From an optimization exercise on the open Yosys and OpenROAD flow, aimed at small area, a short achievable clock period and few clock cycles; shortcuts taken in it are not production practice. Function was checked by simulation only, so behaviour that the tests miss may differ from the original. No activity file was given, so power comes from the tool's default toggle rates.

==> module coreabc_ram_param_array, before the edit <==
module coreabc_ram_param_array (
  input  logic        clk,
  input  logic        clr,
  input  logic        we,
  input  logic [7:0]  waddr,
  input  logic [1:0]  wbe,
  input  logic [15:0] wd,
  input  logic [12:0] rhi,
  input  logic [15:0] rlo,
  output logic [15:0] rd
);
  localparam int DEPTH = 200;
  localparam int NGRP  = (DEPTH + 2) / 3;    
  localparam int NL1   = (NGRP + 3) / 4;     
  logic [15:0] mem [DEPTH];
  logic [15:0] wdata;
  assign wdata = clr ? 16'h0000 : wd;
  logic [12:0] whi;
  logic [15:0] wlo_l [2];
  for (genvar i = 0; i < 13; i++) begin : g_whi
    assign whi[i] = (waddr[7:4] == 4'(i));
  end
  for (genvar l = 0; l < 2; l++) begin : g_wlo
    for (genvar j = 0; j < 16; j++) begin : g_j
      assign wlo_l[l][j] = we && wbe[l] && (waddr[3:0] == 4'(j));
    end
  end
  for (genvar w = 0; w < DEPTH; w++) begin : g_word
    for (genvar l = 0; l < 2; l++) begin : g_lane
      logic en;
      coreabc_ram_ao21 u_en (.a(whi[w / 16]), .b(wlo_l[l][w % 16]), .c(clr), .y(en));
      always_ff @(posedge clk)
        if (en) mem[w][8*l +: 8] <= wdata[8*l +: 8];
    end
  end
  logic [3*NGRP-1:0] rsel;
  logic [15:0]       mem_x [3*NGRP];
  for (genvar w = 0; w < 3*NGRP; w++) begin : g_rsel
    if (w < DEPTH) begin : g_in
      assign rsel[w]  = rhi[w / 16] && rlo[w % 16];
      assign mem_x[w] = mem[w];
    end else begin : g_out
      assign rsel[w]  = 1'b0;
      assign mem_x[w] = '0;
    end
  end
  for (genvar b = 0; b < 16; b++) begin : g_bit
    logic [NGRP-1:0] grp_n;
    logic [NL1-1:0]  l1, l1_q;
    for (genvar g = 0; g < NGRP; g++) begin : g_grp
      coreabc_ram_aoi3 u_aoi (
        .s  (rsel[3*g +: 3]),
        .d  ({mem_x[3*g+2][b], mem_x[3*g+1][b], mem_x[3*g][b]}),
        .y_n(grp_n[g])
      );
    end
    for (genvar i = 0; i < 16; i++) begin : g_l1
      coreabc_ram_nand4 u (.a(grp_n[4*i +: 4]), .y(l1[i]));
    end
    coreabc_ram_nand3 u_l1_16 (.a(grp_n[66:64]), .y(l1[16]));
    always_ff @(posedge clk) l1_q <= l1;
    coreabc_ram_or17 u_or (.a(l1_q), .y(rd[b]));
  end
endmodule
==> module coreabc_ram_ao21, before the edit <==
module coreabc_ram_ao21 (
  input  logic a,
  input  logic b,
  input  logic c,
  output logic y
);
  assign y = (a & b) | c;
endmodule
==> module coreabc_ram_param, before the edit <==
module coreabc_ram_param (
  input  logic        RWCLK,
  input  logic        RESETN,
  input  logic        WEN,
  input  logic        REN,
  input  logic [7:0]  WADDR,
  input  logic [7:0]  RADDR,
  input  logic [15:0] WD,
  input  logic [1:0]  WBE,
  output logic [15:0] RD,
  output logic        RVALID,
  output logic        BUSY
);
  localparam int DEPTH = 200;
  logic        ready;    
  logic        clr;      
  logic [7:0]  clr_cnt;
  logic        rd_acc_q, rd_acc_q2, rvalid_q;
  logic [12:0] rhi_q;    
  logic [15:0] rlo_q;    
  logic [15:0] arr_rd, rd_q;
  always_ff @(posedge RWCLK or negedge RESETN) begin
    if (!RESETN) begin
      ready   <= 1'b0;
      clr     <= 1'b1;
      clr_cnt <= '0;
    end else if (!ready) begin
      clr_cnt <= clr_cnt + 1'b1;
      if (clr_cnt == 8'(DEPTH - 1)) begin
        ready <= 1'b1;
        clr   <= 1'b0;
      end
    end
  end
  coreabc_ram_param_array u_array (
    .clk  (RWCLK),
    .clr  (clr),
    .we   (WEN),
    .waddr(WADDR),
    .wbe  (WBE),
    .wd   (WD),
    .rhi  (rhi_q),
    .rlo  (rlo_q),
    .rd   (arr_rd)
  );
  always_ff @(posedge RWCLK or negedge RESETN) begin
    if (!RESETN) begin
      rd_acc_q  <= 1'b0;
      rd_acc_q2 <= 1'b0;
      rvalid_q  <= 1'b0;
    end else begin
      rd_acc_q  <= REN && ready;
      rd_acc_q2 <= rd_acc_q;
      rvalid_q  <= rd_acc_q2;
    end
  end
  always_ff @(posedge RWCLK) begin
    for (int i = 0; i < 13; i++) rhi_q[i] <= (RADDR[7:4] == 4'(i));
    for (int i = 0; i < 16; i++) rlo_q[i] <= (RADDR[3:0] == 4'(i));
    rd_q <= arr_rd;
  end
  assign RD     = rd_q;
  assign RVALID = rvalid_q;
  assign BUSY   = !ready;
endmodule
==> flow/config.mk <==
export PLATFORM = sky130hd
export DESIGN_NAME = coreabc_ram_top
export DESIGN_NICKNAME = coreabc_ram_top
export VERILOG_FILES = /design/flow/design.v
export SDC_FILE = /design/flow/constraint.sdc
export NUM_CORES = 4
export LEC_CHECK = 0
export CAP_MARGIN = 20
export CORE_MARGIN = 2
export CORE_UTILIZATION = 60
export SETUP_SLACK_MARGIN = 2.2
export SLEW_MARGIN = 20
export SYNTH_HIERARCHICAL = 1
==> flow/constraint.sdc <==
create_clock -name core_clock -period 4.6 [get_ports {RWCLK}]
set_input_delay 0.9200 -clock core_clock [delete_from_list [all_inputs] [get_ports {RWCLK}]]
set_output_delay 0.9200 -clock core_clock [all_outputs]
set_load 0.01 [all_outputs]
standard.sh (not shown) runs the stock make flow with config.mk's settings and CLKGATE_MAP_FILE= SYNTH_SCRIPT=/design/flow/synth_recipe.tcl, a recipe that flattens the netlist after the stock synthesis.
==> flow/flow/run.sh <==
#!/bin/bash
set -euo pipefail
bash standard.sh \
  MATCH_CELL_FOOTPRINT=0 \
  "BUFFER_PORTS_ARGS=-buffer_cell sky130_fd_sc_hd__buf_4" \
  "CTS_ARGS=-sink_clustering_enable -repair_clock_nets -dont_use_dummy_load -sink_clustering_size 25 -sink_clustering_max_diameter 100" \
  finish > make_finish.log 2>&1
The first run produced a clean layout.
Testbench counts at the start, summed over its fixed seeds: cycles 32,016.
Edit:
--- a/flow/design.v
+++ b/flow/design.v
@@ -41,11 +41,11 @@
     end
   end
   for (genvar w = 0; w < DEPTH; w++) begin : g_word
     for (genvar l = 0; l < 2; l++) begin : g_lane
       logic en;
-      coreabc_ram_ao21 u_en (.a(whi[w / 16]), .b(wlo_l[l][w % 16]), .c(clr), .y(en));
+      assign en = clr || (whi[w / 16] && wlo_l[l][w % 16]);
       always_ff @(posedge clk)
         if (en) mem[w][8*l +: 8] <= wdata[8*l +: 8];
     end
   end
   logic [3*NGRP-1:0] rsel;
@@ -74,18 +74,10 @@
     end
     coreabc_ram_nand3 u_l1_16 (.a(grp_n[66:64]), .y(l1[16]));
     always_ff @(posedge clk) l1_q <= l1;
     coreabc_ram_or17 u_or (.a(l1_q), .y(rd[b]));
   end
-endmodule
-module coreabc_ram_ao21 (
-  input  logic a,
-  input  logic b,
-  input  logic c,
-  output logic y
-);
-  assign y = (a & b) | c;
 endmodule
 module coreabc_ram_aoi3 (
   input  logic [2:0] s,
   input  logic [2:0] d,
   output logic       y_n
@@ -135,32 +127,27 @@
   output logic        RVALID,
   output logic        BUSY
 );
   localparam int DEPTH = 200;
   logic        ready;    
-  logic        clr;      
   logic [7:0]  clr_cnt;
   logic        rd_acc_q, rd_acc_q2, rvalid_q;
   logic [12:0] rhi_q;    
   logic [15:0] rlo_q;    
   logic [15:0] arr_rd, rd_q;
   always_ff @(posedge RWCLK or negedge RESETN) begin
     if (!RESETN) begin
       ready   <= 1'b0;
-      clr     <= 1'b1;
       clr_cnt <= '0;
     end else if (!ready) begin
       clr_cnt <= clr_cnt + 1'b1;
-      if (clr_cnt == 8'(DEPTH - 1)) begin
-        ready <= 1'b1;
-        clr   <= 1'b0;
-      end
+      if (clr_cnt == 8'(DEPTH - 1)) ready <= 1'b1;
     end
   end
   coreabc_ram_param_array u_array (
     .clk  (RWCLK),
-    .clr  (clr),
+    .clr  (!ready),
     .we   (WEN),
     .waddr(WADDR),
     .wbe  (WBE),
     .wd   (WD),
     .rhi  (rhi_q),
The changed run produced a clean layout.
Die area rose by 1.1%.
Utilization rose by 0.72 points.
Synthesized cell count rose by 2.5%.
Total power fell by 2.8%.
Flip-flop and latch count fell by 1.
Wire length fell by 4.4%.
Sequential power fell by about 2%.
Non-clock buffer count rose by 233.
Design area rose by 2.3%.
Testbench counts after the change, summed over its fixed seeds: cycles 32,016.

==> re-timing with driven ports <==
Ports are ideal in the flow. The routed layouts listed here were re-timed in OpenROAD.
Step 1 (the two cells are an assumption about what drives the block):
set clk [get_ports {RWCLK}]
set_driving_cell -lib_cell sky130_fd_sc_hd__clkbuf_16 $clk
set_driving_cell -lib_cell sky130_fd_sc_hd__buf_2 [delete_from_list [all_inputs] $clk]
Step 2 adds t to the input delays and takes it off the output delays; t is the mean of the earliest and latest rising clock arrival at the registers after step 1. Input paths then give back, and output paths get back, about the clock's delay inside the block.
Slacks: ideal / step 1 / step 2; pairs: ideal / step 1.
| run | t, ns | setup slack, ns | worst setup path after step 2 | clock arrival spread, ns | slew at the worst register clock pin (ns) |
|---|---|---|---|---|---|
| the first run | 0.926 | 2.089 / 2.089 / 1.242 | input to register | 0.046 / 0.046 | 0.10 / 0.10 |
| the second run | 0.925 | 2.044 / 1.982 / 1.116 | input to register | 0.049 / 0.049 | 0.10 / 0.10 |
After both steps setup and hold are still met in every run listed. For the second run, which loses most, drivers alone change the setup slack by -0.062 ns; drivers and shift together by -0.928 ns.
